Context: an optimization exercise on an open-source flow, tuned for small area. The choices shown serve that exercise and are no tape-out recipe.
The RTL was checked by simulation tests, not by an equivalence proof against the original design.
Power figures rest on the tool's default switching activity, not on a simulated workload.

Setup of fjord:
## eegFirFilter
module eegFirFilter (
    input logic clk,
    input logic reset,
    input logic [12:0] sampleIn,
    output logic [30:0] filterOut
);
Size in the first run: roughly 1,100 cells after synthesis, about 320 flip-flops, roughly 46 I/O pins, about 17,000 sq um of cells after synthesis.
Settings: LEC_CHECK=0, ABC_AREA=0, CAP_MARGIN=20, CORE_MARGIN=2, CORE_UTILIZATION=75, CTS_BUF_LIST=sky130_fd_sc_hd__clkbuf_8, CTS_CLUSTER_DIAMETER=60, CTS_CLUSTER_SIZE=14, PLACE_DENSITY=0.85, SETUP_SLACK_MARGIN=0.05, SLEW_MARGIN=20, SYNTH_HIERARCHICAL=1, SYNTH_MINIMUM_KEEP_SIZE=0; clock period 6.0 ns.
standard.sh (not shown) runs the stock make flow with config.mk's settings and CLKGATE_MAP_FILE= SYNTH_SCRIPT=/design/flow/synth_recipe.tcl, a recipe that flattens the netlist after the stock synthesis.
==> flow/flow/run.sh <==
#!/bin/bash
# Layout flow: the standard ORFS flow, with the port buffers made from the
# smallest buffer cell (every input and output port still gets its own buffer).
set -euo pipefail
bash standard.sh "BUFFER_PORTS_ARGS=-buffer_cell sky130_fd_sc_hd__buf_1" finish > standard_flow.log 2>&1
In summary, fjord completed successfully, with a layout that passed the timing, design-rule and antenna checks.
The inputs of delta differ from those of fjord as listed below.
# fjord
export LEC_CHECK = 0
export ABC_AREA = 0
export CAP_MARGIN = 20
export CORE_MARGIN = 2
export CORE_UTILIZATION = 75
export CTS_BUF_LIST = sky130_fd_sc_hd__clkbuf_8
export CTS_CLUSTER_DIAMETER = 60
export CTS_CLUSTER_SIZE = 14
export PLACE_DENSITY = 0.85
export SETUP_SLACK_MARGIN = 0.05
export SLEW_MARGIN = 20
export SYNTH_HIERARCHICAL = 1
export SYNTH_MINIMUM_KEEP_SIZE = 0
create_clock -name core_clock -period 6.0 [get_ports {clk}]
# delta
export LEC_CHECK = 0
export ABC_AREA = 0
export CAP_MARGIN = 20
export CORE_MARGIN = 2
export CORE_UTILIZATION = 75
export CTS_BUF_LIST = sky130_fd_sc_hd__clkbuf_8
export CTS_CLUSTER_DIAMETER = 70
export CTS_CLUSTER_SIZE = 16
export PLACE_DENSITY = 0.75
export SLEW_MARGIN = 20
export SYNTH_HIERARCHICAL = 1
export SYNTH_MINIMUM_KEEP_SIZE = 0
create_clock -name core_clock -period 6.0 [get_ports {clk}]
### Flow results
fjord reports its worst-path cell with the longest stage delay as sky130_fd_sc_hd__fa_2 while delta reports sky130_fd_sc_hd__fa_1. Reported for fjord and delta, number of gates on the worst path with buffers counted turned out identical to the last digit. delta -> fjord: net count of the finished layout flat. Met1 wire length, fjord and delta: larger value in delta. Of fjord and delta, the run reporting the higher final wirelength was fjord.
### delta -> pepper
# delta
export LEC_CHECK = 0
export ABC_AREA = 0
export CAP_MARGIN = 20
export CORE_MARGIN = 2
export CORE_UTILIZATION = 75
export CTS_BUF_LIST = sky130_fd_sc_hd__clkbuf_8
export CTS_CLUSTER_DIAMETER = 70
export CTS_CLUSTER_SIZE = 16
export PLACE_DENSITY = 0.75
export SLEW_MARGIN = 20
export SYNTH_HIERARCHICAL = 1
export SYNTH_MINIMUM_KEEP_SIZE = 0
create_clock -name core_clock -period 6.0 [get_ports {clk}]
# pepper
export LEC_CHECK = 0
export ABC_AREA = 0
export CAP_MARGIN = 20
export CORE_MARGIN = 2
export CORE_UTILIZATION = 75
export CTS_BUF_LIST = sky130_fd_sc_hd__clkbuf_8
export CTS_CLUSTER_DIAMETER = 60
export CTS_CLUSTER_SIZE = 14
export PLACE_DENSITY = 0.85
export SLEW_MARGIN = 20
export SYNTH_HIERARCHICAL = 1
export SYNTH_MINIMUM_KEEP_SIZE = 0
create_clock -name core_clock -period 6.0 [get_ports {clk}]
## What came out
From delta to pepper the numbers moved as follows: total power about even; post-route clock period utilization fell 0.33 points; internal power rose about 0.8%.
Input-level comparison between tundra and pepper:
# pepper
export LEC_CHECK = 0
export ABC_AREA = 0
export CAP_MARGIN = 20
export CORE_MARGIN = 2
export CORE_UTILIZATION = 75
export CTS_BUF_LIST = sky130_fd_sc_hd__clkbuf_8
export CTS_CLUSTER_DIAMETER = 60
export CTS_CLUSTER_SIZE = 14
export PLACE_DENSITY = 0.85
export SLEW_MARGIN = 20
export SYNTH_HIERARCHICAL = 1
export SYNTH_MINIMUM_KEEP_SIZE = 0
create_clock -name core_clock -period 6.0 [get_ports {clk}]
# tundra
export LEC_CHECK = 0
export ABC_AREA = 0
export CAP_MARGIN = 20
export CORE_MARGIN = 2
export CORE_UTILIZATION = 75
export CTS_BUF_LIST = sky130_fd_sc_hd__clkbuf_8
export CTS_CLUSTER_DIAMETER = 70
export CTS_CLUSTER_SIZE = 16
export PLACE_DENSITY = 0.85
export SLEW_MARGIN = 20
export SYNTH_HIERARCHICAL = 1
export SYNTH_MINIMUM_KEEP_SIZE = 0
create_clock -name core_clock -period 6.0 [get_ports {clk}]
## What came out
Comparing pepper with tundra, the sequential power came out essentially unchanged. tundra vs. pepper: setup slack of the critical path after layout shrank by 0.0092 ns; final instance area held steady. The run showing the smaller hold slack is pepper. Min cell-internal power across tundra and pepper: tundra. tundra -> pepper: via count flat.

==> re-timing with driven ports <==
No port has a modelled driver above. Below, the same layouts with a new extraction and two added sets of constraints.
Step 1 (the two cells are an assumption about what drives the block):
set clk [get_ports {clk}]
set_driving_cell -lib_cell sky130_fd_sc_hd__clkbuf_16 $clk
set_driving_cell -lib_cell sky130_fd_sc_hd__buf_2 [delete_from_list [all_inputs] $clk]
Step 2, shift: input delay + t, output delay - t, t = (earliest + latest rising clock arrival at the registers) / 2. This alone moves slack from input paths to output paths.
Slacks: no drivers / after step 1 / after step 2; pairs: no drivers / after step 1.
run | t, ns | slack for setup (ns) | worst hold slack (ns) | worst slew at a driven data input, ns
fjord | 0.614 | 0.181 / 0.181 / 0.181 | 0.310 / 0.310 / 0.310 | 0.03
delta | 0.627 | 0.131 / 0.131 / 0.131 | 0.332 / 0.332 / 0.332 | 0.04
pepper | 0.614 | 0.151 / 0.151 / 0.151 | 0.311 / 0.311 / 0.311 | 0.03
tundra | 0.617 | 0.142 / 0.142 / 0.142 | 0.329 / 0.329 / 0.329 | 0.04
After both steps setup and hold are still met in every run listed.
